This design comes from an exercise in tuning for small area on the open sky130 flow, not from production work.
The RTL was checked by simulation tests, not by an equivalence proof against the original design.
No activity file was given, so power comes from the tool's default toggle rates.

==> design/flow/design.v <==
`timescale 1ns/1ps
`default_nettype none
module user_logic (
    input  wire  tck,
    input  wire  rst_n_i,
    input  wire  test_logic_reset_i,
    input  wire  ir_is_user_i,
    input  wire  capture_dr_i,
    input  wire  shift_dr_i,
    input  wire  update_dr_i,
    input  wire  tdi_i,
    output logic tdo_o
);
    localparam int NE = 128;
    localparam int NN = 64;
    typedef enum logic [2:0] {
        CS_LOAD, CS_CLEAR, CS_BPASS, CS_SCAN, CS_PULL, CS_WAIT, CS_DONE
    } cstate_e;
    typedef enum logic [2:0] {
        PS_OP, PS_SRC, PS_DST, PS_START, PS_END
    } pstate_e;
    logic [7:0] in_q;
    always_ff @(posedge tck) begin
        if (!rst_n_i || test_logic_reset_i) begin
            in_q <= '0;
        end else if (shift_dr_i && ir_is_user_i) begin
            in_q <= {tdi_i, in_q[7:1]};
        end
    end
    logic upd;
    assign upd = update_dr_i && ir_is_user_i;
    cstate_e    cs_q;
    pstate_e    ps_q;
    logic [5:0] src_q;
    logic [5:0] start_q;
    logic [5:0] end_q;
    logic       ins;
    always_ff @(posedge tck) begin
        if (!rst_n_i) begin
            ps_q    <= PS_OP;
            start_q <= '0;
            end_q   <= '0;
        end else if (upd && cs_q == CS_LOAD) begin
            case (ps_q)
                PS_OP: begin
                    case (in_q)
                        8'h01:   ps_q <= PS_SRC;
                        8'h02:   ps_q <= PS_START;
                        8'h03:   ps_q <= PS_END;
                        default: ps_q <= PS_OP;
                    endcase
                end
                PS_SRC: begin
                    src_q <= in_q[5:0];
                    ps_q  <= PS_DST;
                end
                PS_START: begin
                    start_q <= in_q[5:0];
                    ps_q    <= PS_OP;
                end
                PS_END: begin
                    end_q <= in_q[5:0];
                    ps_q  <= PS_OP;
                end
                default: begin
                    ps_q <= PS_OP;
                end
            endcase
        end
    end
    assign ins = upd && cs_q == CS_LOAD && ps_q == PS_DST;
    logic [11:0] er_q [NE];
    logic [11:0] dl_q [3];
    logic [6:0]  kk_q;
    logic        any_q;
    logic [11:0] coarse;
    logic [11:0] tap;
    assign coarse = er_q[{kk_q[6:2], 2'b00}];
    always_comb begin
        case (kk_q[1:0])
            2'd0:    tap = coarse;
            2'd1:    tap = dl_q[0];
            2'd2:    tap = dl_q[1];
            default: tap = dl_q[2];
        endcase
    end
    always_ff @(posedge tck) begin
        dl_q[0] <= coarse;
        dl_q[1] <= dl_q[0];
        dl_q[2] <= dl_q[1];
        er_q[0] <= ins ? {src_q, in_q[5:0]} : tap;
        for (int i = 1; i < NE; i++) begin
            er_q[i] <= er_q[i-1];
        end
    end
    always_ff @(posedge tck) begin
        if (!rst_n_i) begin
            kk_q  <= '0;
            any_q <= 1'b0;
        end else if (ins) begin
            any_q <= 1'b1;
            if (any_q) begin
                kk_q <= kk_q + 1'b1;
            end
        end
    end
    logic [5:0] e_src;
    logic [5:0] e_dst;
    assign e_src = er_q[0][11:6];
    assign e_dst = er_q[0][5:0];
    logic [16:0] nr_q [NN];
    logic [63:0] br_q;
    logic [5:0]  p_q;
    logic [5:0]  rd_node;
    logic [5:0]  rd_pos;
    logic [16:0] rd;
    assign rd_node = (cs_q == CS_DONE) ? end_q : e_src;
    assign rd_pos  = p_q + ~rd_node;
    assign rd      = nr_q[rd_pos];
    logic [15:0] acc_q;
    logic [5:0]  tgt_q;
    logic [6:0]  pc_q;
    logic [6:0]  sc_q;
    logic        pulled_q;
    logic        wr;
    logic        clr_d;
    logic        bclr;
    logic        bset;
    logic [5:0]  bpos;
    logic        ready_tail;
    logic        pass_end;
    assign wr       = cs_q == CS_WAIT && p_q == tgt_q;
    assign clr_d    = cs_q == CS_LOAD || cs_q == CS_CLEAR;
    assign bclr     = cs_q == CS_BPASS && pc_q == '0;
    assign bset     = cs_q == CS_BPASS && any_q && !rd[16];
    assign bpos     = p_q + ~e_dst;
    assign pass_end = pc_q == kk_q;
    assign ready_tail = !nr_q[NN-1][16] && !br_q[NN-1];
    always_ff @(posedge tck) begin
        if (wr) begin
            nr_q[0] <= {1'b1, acc_q};
        end else begin
            nr_q[0] <= {nr_q[NN-1][16] && !clr_d, nr_q[NN-1][15:0]};
        end
        for (int i = 1; i < NN; i++) begin
            nr_q[i] <= nr_q[i-1];
        end
    end
    always_ff @(posedge tck) begin
        br_q[0] <= (br_q[NN-1] && !bclr) || (bset && bpos == 6'(NN-1));
        for (int i = 1; i < NN; i++) begin
            br_q[i] <= (br_q[i-1] && !bclr) || (bset && bpos == 6'(i-1));
        end
    end
    always_ff @(posedge tck) begin
        if (!rst_n_i) begin
            cs_q <= CS_LOAD;
            p_q  <= '0;
        end else begin
            p_q <= p_q + 1'b1;
            case (cs_q)
                CS_LOAD: begin
                    if (upd && ps_q == PS_OP && in_q == 8'h04) begin
                        cs_q <= CS_CLEAR;
                    end
                end
                CS_CLEAR: begin
                    if (sc_q == 7'd63) begin
                        cs_q <= CS_BPASS;
                    end
                end
                CS_BPASS: begin
                    if (pass_end) begin
                        cs_q <= CS_SCAN;
                    end
                end
                CS_SCAN: begin
                    if (sc_q[6]) begin
                        cs_q <= pulled_q ? CS_BPASS : CS_DONE;
                    end else if (ready_tail) begin
                        cs_q <= CS_PULL;
                    end
                end
                CS_PULL: begin
                    if (pass_end) begin
                        cs_q <= CS_WAIT;
                    end
                end
                CS_WAIT: begin
                    if (wr) begin
                        cs_q <= CS_SCAN;
                    end
                end
                default: begin
                    cs_q <= CS_DONE;
                end
            endcase
        end
    end
    always_ff @(posedge tck) begin
        case (cs_q)
            CS_LOAD: begin
                sc_q <= '0;
            end
            CS_CLEAR: begin
                sc_q <= sc_q + 1'b1;
                pc_q <= '0;
            end
            CS_BPASS: begin
                pc_q     <= pc_q + 1'b1;
                sc_q     <= '0;
                pulled_q <= 1'b0;
            end
            CS_SCAN: begin
                pc_q <= '0;
                if (!sc_q[6]) begin
                    sc_q <= sc_q + 1'b1;
                    if (ready_tail) begin
                        tgt_q    <= p_q;
                        acc_q    <= 16'(p_q == start_q);
                        pulled_q <= 1'b1;
                    end
                end
            end
            CS_PULL: begin
                pc_q <= pc_q + 1'b1;
                if (any_q && e_dst == tgt_q) begin
                    acc_q <= acc_q + rd[15:0];
                end
            end
            default: ;
        endcase
    end
    logic [4:0] pos_q;
    logic       cap_q;
    always_ff @(posedge tck) begin
        if (!rst_n_i || test_logic_reset_i) begin
            pos_q <= 5'd17;
            cap_q <= 1'b0;
        end else if (ir_is_user_i && capture_dr_i) begin
            pos_q <= '0;
            cap_q <= cs_q == CS_DONE;
        end else if (ir_is_user_i && shift_dr_i && pos_q != 5'd17) begin
            pos_q <= pos_q + 1'b1;
        end
    end
    logic [4:0] bit_idx;
    assign bit_idx = pos_q - 1'b1;
    always_comb begin
        if (pos_q == '0) begin
            tdo_o = cap_q;
        end else if (cap_q && pos_q <= 5'd16) begin
            tdo_o = rd[bit_idx[3:0]];
        end else begin
            tdo_o = 1'b0;
        end
    end
endmodule
`default_nettype wire
==> design/flow/run.sh <==
#!/bin/bash
# synth_recipe.tcl (not shown) runs the flow's synth.tcl, then flattens the netlist and writes it again
# the make line also repeats each setting of config.mk as NAME=value (left out here)
make -C /OpenROAD-flow-scripts/flow DESIGN_CONFIG=/design/flow/config.mk WORK_HOME=/design/flow/orfs CLKGATE_MAP_FILE= SYNTH_SCRIPT=/design/flow/synth_recipe.tcl finish
==> design/flow/config.mk <==
export PLATFORM = sky130hd
export DESIGN_NAME = user_logic
export DESIGN_NICKNAME = user_logic
export VERILOG_FILES = /design/flow/design.v
export SDC_FILE = /design/flow/constraint.sdc
export NUM_CORES = 4
export LEC_CHECK = 0
export CAP_MARGIN = 30
export CORE_MARGIN = 2
export CORE_UTILIZATION = 40
export SLEW_MARGIN = 20
==> design/flow/constraint.sdc <==
create_clock -name core_clock -period 10.0 [get_ports {tck}]
set_input_delay 2.0000 -clock core_clock [delete_from_list [all_inputs] [get_ports {tck}]]
set_output_delay 2.0000 -clock core_clock [all_outputs]
set_load 0.01 [all_outputs]
==> results.cfg, run 1 <==
[routing]
viasPerCell = 5.467
wl_um = 208700
drtPass1Iterations = 8
final_antenna_net_count = 0
first_iter_violations = 4698
routedWlPerCell_um = 26.01
remaining_drc_errors = 0
via_count = 43870

[global_route]
grt_max_degree = 74
grt_usage_pct = 22.01
top_usage_layer = met2
grt_pass1_vias = 43120
grt_first_pass_wirelength_um = 300500
use_met2_pct = 32.83
grtUsageMet3_pct = 4.756
met1_usage_pct = 30.15
antenna_found_initial = 7
overflow = 0

[worst_setup_path]
worstPathArrival_ps = 7810
rrSetupSlack_ps = 1580
crit_family = compound AO/OA/AOI/OAI gates
cp_slowest_cell = fa_4
crit_required_ps = 8000
worst_setup_path_end_kind = primary output
startpoint_type = flip-flop
crit_top_cell = buf_4
path_class = flip-flop to primary output
cp_max_fo = 26
path_cells = buf_4, nand3b_1, mux2i_1, ha_4, fa_4, nor2b_2, buf_4, o211ai_1, a211oi_2, nand2_1, o31a_1, a41oi_1, nor3_1, o41ai_1, o32ai_1, a211oi_2, buf_4, clkdlybuf4s50_1
max_stage_delay_ps = 1100
crit_buf_inv = 4

[floorplanning]
die_h_um = 430.3
io_pins = 9
core-area_um2 = 180700
fp-row-count = 156
die_x_um = 430.3
die_area_um2 = 185200
start_util_pct = 40.22

[cts]
htreeDepth = 5
cts.path.max_buffers = 4
cts_hold_buf = 0
clockRootBuffer = clkbuf_16
clk_pin_slew_worst_paths_ps = 60
cts.sinks = 2777
cts_tree = built
numCtsBuffers = 278
insertion_delay_ps = 930

[sta]
setup_violations = 0
finalSetupTns_ps = 0
slew_viol_final = 0
hold_viol = 0
tightest_slew_ps = 1184
maxSlewHeadroom_pct = 20.96
fin_crit_ps = 9811
max_freq_mhz = 101.9
rsz0062_at_grt = false
fin_skew_ps = 73.13
fin_crit_sh_pct = 98.11

[power_and_ir_drop]
intPower_uw = 18610
swShare_pct = 26.48
p_seq_share_pct = 47.4
power_density_nw_per_um2 = 295.7
power.total_uw = 25310
ir_worst_vdd_v = 0.0001734
switching_power_uw = 6703
clkPwrFrac_pct = 40.4
cellLeakagePower_uw = 0.03244
p_comb_share_pct = 12.2

[layout]
final_nets = 5518
syn_to_final_growth_pct = 17.75
most-common-layout-cells = dfxtp_1 (2,734), clkbuf_16 (286), nand2_1 (200)
finish.instance_area_um2 = 85590
fin_util_pct = 47.35
final_cells = 8024
fillers = 15780
drive_above_1_share_pct = 13.38
layout_commonest_cell = dfxtp_1

[yosys]
yosysTopAreaCell = dfxtp_1
ys.flop_type = dfxtp_1
synth-edff-count = 43
yosysSeqAreaShare_pct = 77.07
ys_types = 90
synthArstFlopShare_pct = 0
syn_inst = 5271
syn-num-nets = 5319
synth_top_area_share_pct = 75.29
netlist_area_um2 = 72690
syn_avg_cell_area_um2 = 13.79
synth_warnings = 4
synth.area.top_cells = dfxtp_1 (75%), a22o_1 (2.4%), edfxtp_1 (1.8%)
synth_seq_cells = 2777

[status]
status = timing/DRC/antenna clean

[flow_run]
maxCapViolations = 0

[placement]
portBuffers = 8
post-place-cells = 7551
place_area_um2 = 76470
dp_hpwl_um = 131600
gpl.final_weighted_congestion = 0.9431

[hold_path]
hold_class = flip-flop to flip-flop
-- through the flow --
step,worst slack [ps],hold WS (ps)
6_report,189.2,287.3
5_1_grt,51.84,299.7
4_1_cts,51.38,293.9
3_5_place_dp,633.6,312.1
3_3_place_gp,620.3,309.8
2_1_floorplan,3615,309.6
-- final timing paths --
path                              startpoint  cells after the start      endpoint
worst min-delay path            er_q[49][10]                      0  er_q[50][10]
worst max-delay path                 cs_q[2]                     18         tdo_o
worst min register to register  er_q[49][10]                      0  er_q[50][10]
worst max register to register       cs_q[2]                     27     acc_q[14]
-- metal layers --
metal | part of all wire (%) | vias up
met5 | 0.0062 | -
met1 | 43 | 21740
li1 | - | 19390
met2 | 43 | 2142
met3 | 8.6 | 596
met4 | 5.3 | 2
-- flip-flops by register name (all words and copies together) (netlist names) --
name	flops
p_q	6
in_q	8
sc_q	7
kk_q	7
acc_q	16
nr_q	1088
pos_q	5
cs_q	3
cap_q	1
pulled_q	1
any_q	1
start_q	6
tgt_q	6
pc_q	7
dl_q	36
er_q	1500
src_q	6
br_q	64
end_q	6
ps_q	3
-- power by group through the flow --
| stage | sequential [uW] | clock [uW] | combinational (uW) |
|---|---|---|---|
| 4_1_cts | 12000 | 10400 | 2940 |
| 6_report | 12000 | 10200 | 3080 |
| 2_1_floorplan | 12100 | 0 | 1510 |
| 3_3_place_gp | 12200 | 0 | 2900 |
| 3_5_place_dp | 12200 | 0 | 2910 |
| 5_1_grt | 12100 | 10800 | 3110 |
-- area by class of cell --
| class | instances | area [um2] | area share [%] |
|---|---|---|---|
| sequential | 2777 | 56020 | 65.46 |
| clock inverter | 76 | 964.7 | 1.127 |
| tap | 2370 | 2965 | 3.465 |
| inverter | 41 | 153.9 | 0.1798 |
| clock buffer | 386 | 8023 | 9.373 |
| timing repair buffer | 188 | 1582 | 1.848 |
| antenna | 2 | 5.005 | 0.005847 |
| multi-input combinational | 2184 | 15870 | 18.55 |
-- Yosys cell counts, types with 21 or more instances --
library cell and count:
dfxtp_1 2734, nand2_1 201, a22o_1 198, nor2_1 177
a22oi_1 142, nand3_1 141, a221oi_1 139, clkbuf_1 137
a21oi_1 135, buf_2 94, o21ai_0 86, mux2i_1 79
nand4_1 78, xnor2_1 49, a31oi_1 43, edfxtp_1 43
nor3_1 42, o211ai_1 42, inv_1 41, a222oi_1 39
ha_1 37, a32oi_1 34, mux2_2 34, and3_1 32
a211oi_1 30, buf_1 29, xor2_1 26, o22ai_1 23
nor2b_1 21
-- repair_timing --
item / 4_1_cts / 5_1_grt
setup buffers: 0 / 6
gates cloned: 0 / 2
pin swaps: 0 / 5
endpoints found under the setup margin: 1 / 1
gates resized for setup: 7 / 3
endpoints found under the hold margin: 0 / 0
-- logic make-up (layout without fill, tap and decap cells) --
kind of cell / after synthesis / in the layout / share of synthesized area (%)
AO/OA/AOI/OAI: 1138 / 1138 / 12.21
XOR/XNOR: 79 / 79 / 0.9932
adder cells (fa/ha/maj): 40 / 40 / 0.7195
buffers and inverters: 312 / 691 / 1.830
flip-flops: 2777 / 2777 / 77.07
multiplexers: 115 / 115 / 1.677
other: 0 / 2 / 0
AND/OR/NAND/NOR: 810 / 812 / 5.503
-- worst register-to-register path, stage by stage (launching register included) --
cell,delay (ps)
dfxtp_1,310
buf_4,190
nand3b_1,360
mux2i_1,260
ha_4,210
fa_4,520
a211oi_4,250
buf_4,190
or2_4,340
buf_4,500
a22oi_2,450
a32o_1,440
a211o_1,280
a221oi_1,420
a31oi_1,200
ha_1,300
fa_1,460
a21o_1,180
a21oi_1,250
o21bai_1,100
a21oi_1,260
nor2b_1,120
o21a_1,200
o311a_1,320
o41ai_1,530
o21ai_0,260
xnor2_1,180
nor2_1,50
==> inputs of run 2 (changes only) <==
--- a/design/flow/design.v
+++ b/design/flow/design.v
@@ -109,7 +109,6 @@
     assign e_src = er_q[0][11:6];
     assign e_dst = er_q[0][5:0];
     logic [16:0] nr_q [NN];
-    logic [63:0] br_q;
     logic [5:0]  p_q;
     logic [5:0]  rd_node;
     logic [5:0]  rd_pos;
@@ -124,32 +123,29 @@
     logic        pulled_q;
     logic        wr;
     logic        clr_d;
-    logic        bclr;
+    logic        clr_b;
+    logic [63:0] hit;
     logic        bset;
     logic [5:0]  bpos;
     logic        ready_tail;
     logic        pass_end;
     assign wr       = cs_q == CS_WAIT && p_q == tgt_q;
     assign clr_d    = cs_q == CS_LOAD || cs_q == CS_CLEAR;
-    assign bclr     = cs_q == CS_BPASS && pc_q == '0;
+    assign clr_b    = clr_d || (cs_q == CS_SCAN && !sc_q[6] && !nr_q[NN-1][16]);
     assign bset     = cs_q == CS_BPASS && any_q && !rd[16];
     assign bpos     = p_q + ~e_dst;
     assign pass_end = pc_q == kk_q;
-    assign ready_tail = !nr_q[NN-1][16] && !br_q[NN-1];
+    assign ready_tail = !nr_q[NN-1][16] && !nr_q[NN-1][0];
+    assign hit        = bset ? (64'd1 << bpos) : 64'd0;
     always_ff @(posedge tck) begin
         if (wr) begin
             nr_q[0] <= {1'b1, acc_q};
         end else begin
-            nr_q[0] <= {nr_q[NN-1][16] && !clr_d, nr_q[NN-1][15:0]};
+            nr_q[0] <= {nr_q[NN-1][16] && !clr_d, nr_q[NN-1][15:1],
+                        (nr_q[NN-1][0] && !clr_b) || hit[NN-1]};
         end
         for (int i = 1; i < NN; i++) begin
-            nr_q[i] <= nr_q[i-1];
-        end
-    end
-    always_ff @(posedge tck) begin
-        br_q[0] <= (br_q[NN-1] && !bclr) || (bset && bpos == 6'(NN-1));
-        for (int i = 1; i < NN; i++) begin
-            br_q[i] <= (br_q[i-1] && !bclr) || (bset && bpos == 6'(i-1));
+            nr_q[i] <= {nr_q[i-1][16:1], nr_q[i-1][0] || hit[i-1]};
         end
     end
     always_ff @(posedge tck) begin
@@ -237,22 +233,14 @@
         if (!rst_n_i || test_logic_reset_i) begin
             pos_q <= 5'd17;
             cap_q <= 1'b0;
+            tdo_o <= 1'b0;
         end else if (ir_is_user_i && capture_dr_i) begin
             pos_q <= '0;
             cap_q <= cs_q == CS_DONE;
+            tdo_o <= cs_q == CS_DONE;
         end else if (ir_is_user_i && shift_dr_i && pos_q != 5'd17) begin
             pos_q <= pos_q + 1'b1;
-        end
-    end
-    logic [4:0] bit_idx;
-    assign bit_idx = pos_q - 1'b1;
-    always_comb begin
-        if (pos_q == '0) begin
-            tdo_o = cap_q;
-        end else if (cap_q && pos_q <= 5'd16) begin
-            tdo_o = rd[bit_idx[3:0]];
-        end else begin
-            tdo_o = 1'b0;
+            tdo_o <= cap_q && !pos_q[4] && rd[pos_q[3:0]];
         end
     end
 endmodule
--- a/design/flow/config.mk
+++ b/design/flow/config.mk
@@ -7,5 +7,9 @@
 export LEC_CHECK = 0
 export CAP_MARGIN = 30
 export CORE_MARGIN = 2
-export CORE_UTILIZATION = 40
+export CORE_UTILIZATION = 70
+export CTS_BUF_LIST = sky130_fd_sc_hd__clkbuf_8
+export CTS_CLUSTER_DIAMETER = 50
+export CTS_CLUSTER_SIZE = 16
+export PLACE_DENSITY = 0.8
 export SLEW_MARGIN = 20
==> run 2 against run 1 <==
Die area shrank 44%. Cell area shrank 11%. First-iteration DRC count increased by 12%. Clock power decreased by 49%.
==> results.cfg, run 2 <==
[global_route]
antenna_found_initial = 8
grt_pass1_vias = 42800
grt_first_pass_wirelength_um = 291400
grt_max_degree = 90
grt_usage_pct = 38.99
overflow = 0

[yosys]
ys_types = 103
syn-num-nets = 5251
yosysMostFrequentCell = dfxtp_1
yosysSeqAreaShare_pct = 76.97
synth_warnings = 4
yosysTopAreaCell = dfxtp_1
synth_seq_cells = 2714
synthArstFlopShare_pct = 0
netlist_area_um2 = 71150
syn_avg_cell_area_um2 = 13.67
syn_inst = 5205
synth-edff-count = 43
synthTopCellsByCount = dfxtp_1 (2,671), nand2_1 (250), nor2_1 (214)
synth.area.top_cells = dfxtp_1 (75%), edfxtp_1 (1.8%), a22oi_1 (1.7%)
ys.flop_type = dfxtp_1
synth_top_area_share_pct = 75.15

[worst_setup_path]
max_stage_delay_ps = 780
crit_required_ps = 10690
path_class = flip-flop to flip-flop
crit_family = compound AO/OA/AOI/OAI gates
startpoint_type = flip-flop
cp_max_fo = 30
crit_buf_inv = 4
worst_setup_path_end_kind = flip-flop
cp_slowest_cell = fa_4
worstPathArrival_ps = 9400

[flow_run]
maxCapViolations = 0

[sta]
max_freq_mhz = 114.8
slew_viol_final = 0
setup_violations = 0
maxSlewHeadroom_pct = 20.74
tightest_slew_ps = 1185
fin_hold_ws_ps = 309.0
fin_crit_ps = 8711
hold_viol = 0
rsz0062_at_grt = false
finalSetupTns_ps = 0
fin_crit_sh_pct = 87.11
fin_skew_ps = 39.51

[routing]
viasPerCell = 6.478
wl_um = 203400
final_antenna_net_count = 0
first_iter_violations = 5272
drtPass1Iterations = 6
top_layer = met5
routedWlPerCell_um = 30.33
m1WireLength_um = 76370
met3WireLength_um = 20370
remaining_drc_errors = 0
via_count = 43440
wl_met2_um = 89790

[power_and_ir_drop]
ir_worst_vdd_v = 0.0001999
cellLeakagePower_uw = 0.02916
power_density_nw_per_um2 = 251.2

[cts]
clockRootBuffer = clkbuf_8
htreeDepth = 4
post_cts_buffers = 0
cts.path.max_buffers = 3
numCtsBuffers = 197
cts_hold_buf = 0
clk_pin_slew_worst_paths_ps = 100
cts.sinks = 2714
insertion_delay_ps = 970
cts_tree = built
cts_resized = 0

[layout]
multi_input_area_um2 = 15430
regMostFlops = er_q
final_nets = 5340
top_regs = er_q (1500), nr_q (1088), dl_q (36)
layout_commonest_cell = dfxtp_1
largest_reg_flops = 1500
drive_above_1_share_pct = 9.811
most-common-layout-cells = dfxtp_1 (2,671), nand2_1 (248), clkbuf_8 (201)
ff_latch_area_um2 = 54760
fillers = 6080
syn_to_final_growth_pct = 7.400
finish.instance_area_um2 = 76410

[hold_path]
hold_class = flip-flop to flip-flop

[status]
status = timing/DRC/antenna clean

[placement]
dp_hpwl_um = 135100
portBuffers = 8
place_area_um2 = 73170
gpl.final_weighted_congestion = 1.052

[floorplanning]
start_util_pct = 70.84
fp-row-count = 116
core-area_um2 = 100400
die_x_um = 322.8
die_h_um = 322.8
io_pins = 9
die_area_um2 = 104200
[run 2: final timing paths]
kind | to | slack [ps] | from | cells past startpoint
max | acc_q[14] | 1290 | cs_q[0] | 31
min | er_q[110][4] | 310 | er_q[109][4] | 0
max reg2reg | acc_q[14] | 1290 | cs_q[0] | 31
min reg2reg | er_q[110][4] | 310 | er_q[109][4] | 0
[run 2: where the power goes]
group | internal [uW] | total [uW] | switching (uW)
Clock | 1880 | 5220 | 3330
Combinational | 583 | 2390 | 1810
Sequential | 11400 | 11600 | 230
[run 2: area by class of cell]
| class | count | share of cell area (%) |
|---|---|---|
| antenna | 7 | 0.02292 |
| clock buffer | 201 | 3.620 |
| clock inverter | 45 | 0.5534 |
| inverter | 44 | 0.2161 |
| multi-input combinational | 2194 | 20.19 |
| sequential | 2714 | 71.67 |
| tap | 1357 | 2.222 |
| timing repair buffer | 143 | 1.508 |
[run 2: routing by layer]
metal  GRT usage (%)  vias to the layer above
met5               0                        -
met4           26.84                        6
met3           10.04                      916
met2           60.21                     2892
met1           48.35                    20980
li1                -                    18640
[run 2: cells by family after synthesis]
| group | count (synthesis) | synth area share (%) |
|---|---|---|
| simple gates | 848 | 5.685 |
| xor+xnor | 74 | 0.9690 |
| compound gates | 1086 | 11.63 |
| flops | 2714 | 76.97 |
| buf+inv | 297 | 1.783 |
| fa+ha+maj | 38 | 0.6999 |
| mux | 148 | 2.265 |
[run 2: metrics by stage]
step	util, %	setup WS [ps]	total power [uW]	std cells
2_1_floorplan	-	3456	13000	5205
3_3_place_gp	72.75	1510	14000	6438
3_5_place_dp	72.85	1331	14060	6448
4_1_cts	76.02	1315	19060	6694
5_1_grt	76.07	921.8	19640	6700
6_report	76.08	1289	19200	6705
==> inputs of run 3 (changes only) <==
==> design/flow/flow/run.sh (new file) <==
#!/bin/bash
# The standard layout, with one change: the clock tree is built without
# dummy loads (same buffer list and sink clustering as config.mk asks for).
set -euo pipefail
CTS="-sink_clustering_enable -repair_clock_nets -dont_use_dummy_load"
CTS="$CTS -sink_clustering_size 16 -sink_clustering_max_diameter 50"
CTS="$CTS -buf_list sky130_fd_sc_hd__clkbuf_8"
bash standard.sh "CTS_ARGS=$CTS" finish > standard_flow.log 2>&1
==> design/flow/standard.sh (new file) <==
#!/bin/bash
# synth_recipe.tcl (not shown) runs the flow's synth.tcl, then flattens the netlist and writes it again
# the make line also repeats each setting of config.mk as NAME=value (left out here)
make -C /OpenROAD-flow-scripts/flow DESIGN_CONFIG=/design/flow/config.mk WORK_HOME=/design/flow/orfs CLKGATE_MAP_FILE= SYNTH_SCRIPT=/design/flow/synth_recipe.tcl "${@:-finish}"
--- a/design/flow/config.mk
+++ b/design/flow/config.mk
@@ -11,5 +11,6 @@
 export CTS_BUF_LIST = sky130_fd_sc_hd__clkbuf_8
 export CTS_CLUSTER_DIAMETER = 50
 export CTS_CLUSTER_SIZE = 16
+export GPL_TIMING_DRIVEN = 0
 export PLACE_DENSITY = 0.8
 export SLEW_MARGIN = 20
removed: design/flow/run.sh
==> run 3 against run 2 <==
Area after synthesis unchanged. Core utilization grew 0.25 points. Synthesized cell count unchanged. Critical path depth up 2. Clock-buffer cell count shrank 4. Global-route usage increased by 7.5 points. Combinational power is about 30% higher. Non-clock buffer count up 189. Setup slack got worse by 1200 ps. Hold slack worse by 51 ps. Register-to-register slack got worse by 1200 ps. Largest cell class unchanged. Largest power group unchanged.
==> results.cfg, run 3 <==
[floorplanning]
die_x_um = 322.8
io_pins = 9
core-area_um2 = 100400
start_util_pct = 70.84
die_h_um = 322.8
die_area_um2 = 104200
fp-row-count = 116

[worst_setup_path]
cp_slowest_cell = o211ai_1
path_class = flip-flop to flip-flop
crit_top_cell = a21o_1
startpoint_type = flip-flop
crit_required_ps = 10640
cp_max_fo = 10
worst_setup_path_end_kind = flip-flop
worstPathArrival_ps = 10500
max_stage_delay_ps = 850

[cts]
cts.path.max_buffers = 3
post_cts_buffers = 0
cts_tree = built
clockRootBuffer = clkbuf_8
insertion_delay_ps = 960
htreeDepth = 4
clk_pin_slew_worst_paths_ps = 100
cts.sinks = 2714
numCtsBuffers = 197

[sta]
slew_viol_final = 0
rsz0062_at_grt = false
setup_violations = 0
hold_viol = 0
max_freq_mhz = 101.4
tightest_slew_ps = 1210
fin_hold_ws_ps = 258.2
fin_crit_sh_pct = 98.67
finalSetupTns_ps = 0
fin_skew_ps = 88.25
fin_crit_ps = 9867
maxSlewHeadroom_pct = 19.36

[routing]
remaining_drc_errors = 0
via_count = 46190
drtPass1Iterations = 7
first_iter_violations = 7116
final_antenna_net_count = 0
viasPerCell = 6.741
wl_um = 242900
routedWlPerCell_um = 35.44

[power_and_ir_drop]
ir_worst_vdd_v = 0.0001629
power.total_uw = 19790
cellLeakagePower_uw = 0.02935
p_seq_share_pct = 58.9
clkPwrFrac_pct = 25.4
p_comb_share_pct = 15.7
switching_power_uw = 5986
swShare_pct = 30.25
power_density_nw_per_um2 = 258.1
intPower_uw = 13800

[global_route]
grt_first_pass_wirelength_um = 335100
grt_pass1_vias = 44850
overflow = 0
grt_usage_pct = 46.48
grt_max_degree = 17
antenna_found_initial = 21

[layout]
final_cells = 6853
ff_latch_area_um2 = 54760
top_regs = er_q (1500), nr_q (1088), dl_q (36)
largest_reg_flops = 1500
multi_input_area_um2 = 15260
layout_commonest_cell = dfxtp_1
fillers = 6010
regMostFlops = er_q
final_nets = 5529
most-common-layout-cells = dfxtp_1 (2,671), nand2_1 (249), nor2_1 (203)
drive_above_1_share_pct = 9.688
syn_to_final_growth_pct = 7.750

[yosys]
yosysTopAreaCell = dfxtp_1
ys_types = 103
syn-num-nets = 5251
synth.area.top_cells = dfxtp_1 (75%), edfxtp_1 (1.8%), a22oi_1 (1.7%)
syn_inst = 5205
netlist_area_um2 = 71150
ys.flop_type = dfxtp_1
yosysSeqAreaShare_pct = 76.97
syn_avg_cell_area_um2 = 13.67
synthTopCellsByCount = dfxtp_1 (2,671), nand2_1 (250), nor2_1 (214)
synth_warnings = 4
synth_seq_cells = 2714
synth_top_area_share_pct = 75.15
yosysMostFrequentCell = dfxtp_1
synthArstFlopShare_pct = 0
synth-edff-count = 43

[hold_path]
hold_class = flip-flop to flip-flop

[status]
status = timing/DRC/antenna clean

[flow_run]
maxCapViolations = 0

[placement]
post-place-cells = 6634
dp_hpwl_um = 164300
portBuffers = 8
gpl.final_weighted_congestion = 1.055
## run 3: cell types whose count changed in the layout (fill, tap and decap cells not counted), sizes merged
cell	delta
clkdlybuf4s15	+2
clkinv	-17
clkbuf	+118
diode	+8
buf	+64
dlymetal6s2s	+1
clkinvlp	-4
inv	-24
## run 3: layout make-up
class | count | share of cell area, %
inverter | 44 | 0.2154
tap | 1357 | 2.215
multi-input combinational | 2194 | 19.90
buffer | 253 | 1.521
sequential | 2714 | 71.43
clock buffer | 197 | 3.537
timing repair buffer | 79 | 1.126
antenna | 15 | 0.04896
## run 3: cells by family after synthesis
group	share of synthesized area [%]
flip-flops	76.97
AO/OA/AOI/OAI	11.63
AND/OR/NAND/NOR	5.685
buffers and inverters	1.783
multiplexers	2.265
XOR/XNOR	0.9690
adder cells (fa/ha/maj)	0.6999
## run 3: critical path, delay by kind of cell (launching register included)
family	cells	cell delay, ps
XOR/XNOR	1	150
buffers and inverters	9	3030
adder cells (fa/ha/maj)	3	1030
AND/OR/NAND/NOR	6	1060
AO/OA/AOI/OAI	12	3380
multiplexers	2	570
flip-flops	1	310
## run 3: stage by stage
step	utilization, %	worst slack [ps]	cell area [um2]
2_1_floorplan	-	3456	71150
3_3_place_gp	72.61	-275.2	72930
3_5_place_dp	73.48	338.2	73800
4_1_cts	76.18	281.5	76510
5_1_grt	76.30	7.836	76630
6_report	76.33	133.4	76660
## run 3: repair_timing
item / CTS / global route
gates resized for setup: 0 / 14
hold buffers: 0 / 0
setup endpoints to repair: 0 / 1
endpoints found under the hold margin: 0 / 0
## run 3: final timing paths
kind | end | depth (start not counted) | startpoint | slack [ps]
worst max-delay path | acc_q[15] | 33 | cs_q[1] | 130
worst min-delay path | nr_q[11][3] | 0 | nr_q[10][3] | 260
worst max register to register | acc_q[15] | 33 | cs_q[1] | 130
worst min register to register | nr_q[11][3] | 0 | nr_q[10][3] | 260
## run 3: power groups by stage
| stage | clock network (uW) | registers, uW | logic [uW] |
|---|---|---|---|
| after detailed placement | 0 | 11900 | 2820 |
| after floorplan | 0 | 11700 | 1290 |
| after CTS | 4970 | 11600 | 2830 |
| after global routing | 5350 | 11700 | 3000 |
| after global placement | 0 | 11800 | 2660 |
| final | 5020 | 11700 | 3110 |
## run 3: routing by layer
metal  up-vias  global-route usage (%)  wire length (um)
met5         -                  0.6481               200
met3      1211                   14.71             29400
met4        20                   39.25             25030
met1     22340                   56.19             86040
li1      18950                       -                 -
met2      3679                   67.87            102200

[re-timing with driven ports]
The results above use ideal ports. As a check the final layouts listed here were re-extracted and re-timed, cells and wires unchanged.
Step 1: set_driving_cell puts a clkbuf_16 on tck and a buf_2 on each other input, an assumption about the parent block.
Step 2 adds t to the input delays and takes it off the output delays; t is the mean of the earliest and latest rising clock arrival at the registers after step 1. Input paths then give back, and output paths get back, about the clock's delay inside the block.
Slacks: ideal / step 1 / step 2; pairs: ideal / step 1.
run | t (ns) | setup slack, ns | worst register clock-pin slew, ns
run 1 | 0.975 | 0.189 / 0.100 / 1.075 | 0.07 / 0.07
run 2 | 1.026 | 1.289 / 1.289 / 1.289 | 0.11 / 0.11
run 3 | 1.004 | 0.133 / 0.133 / 0.133 | 0.11 / 0.11
After both steps every run listed still meets setup and hold.
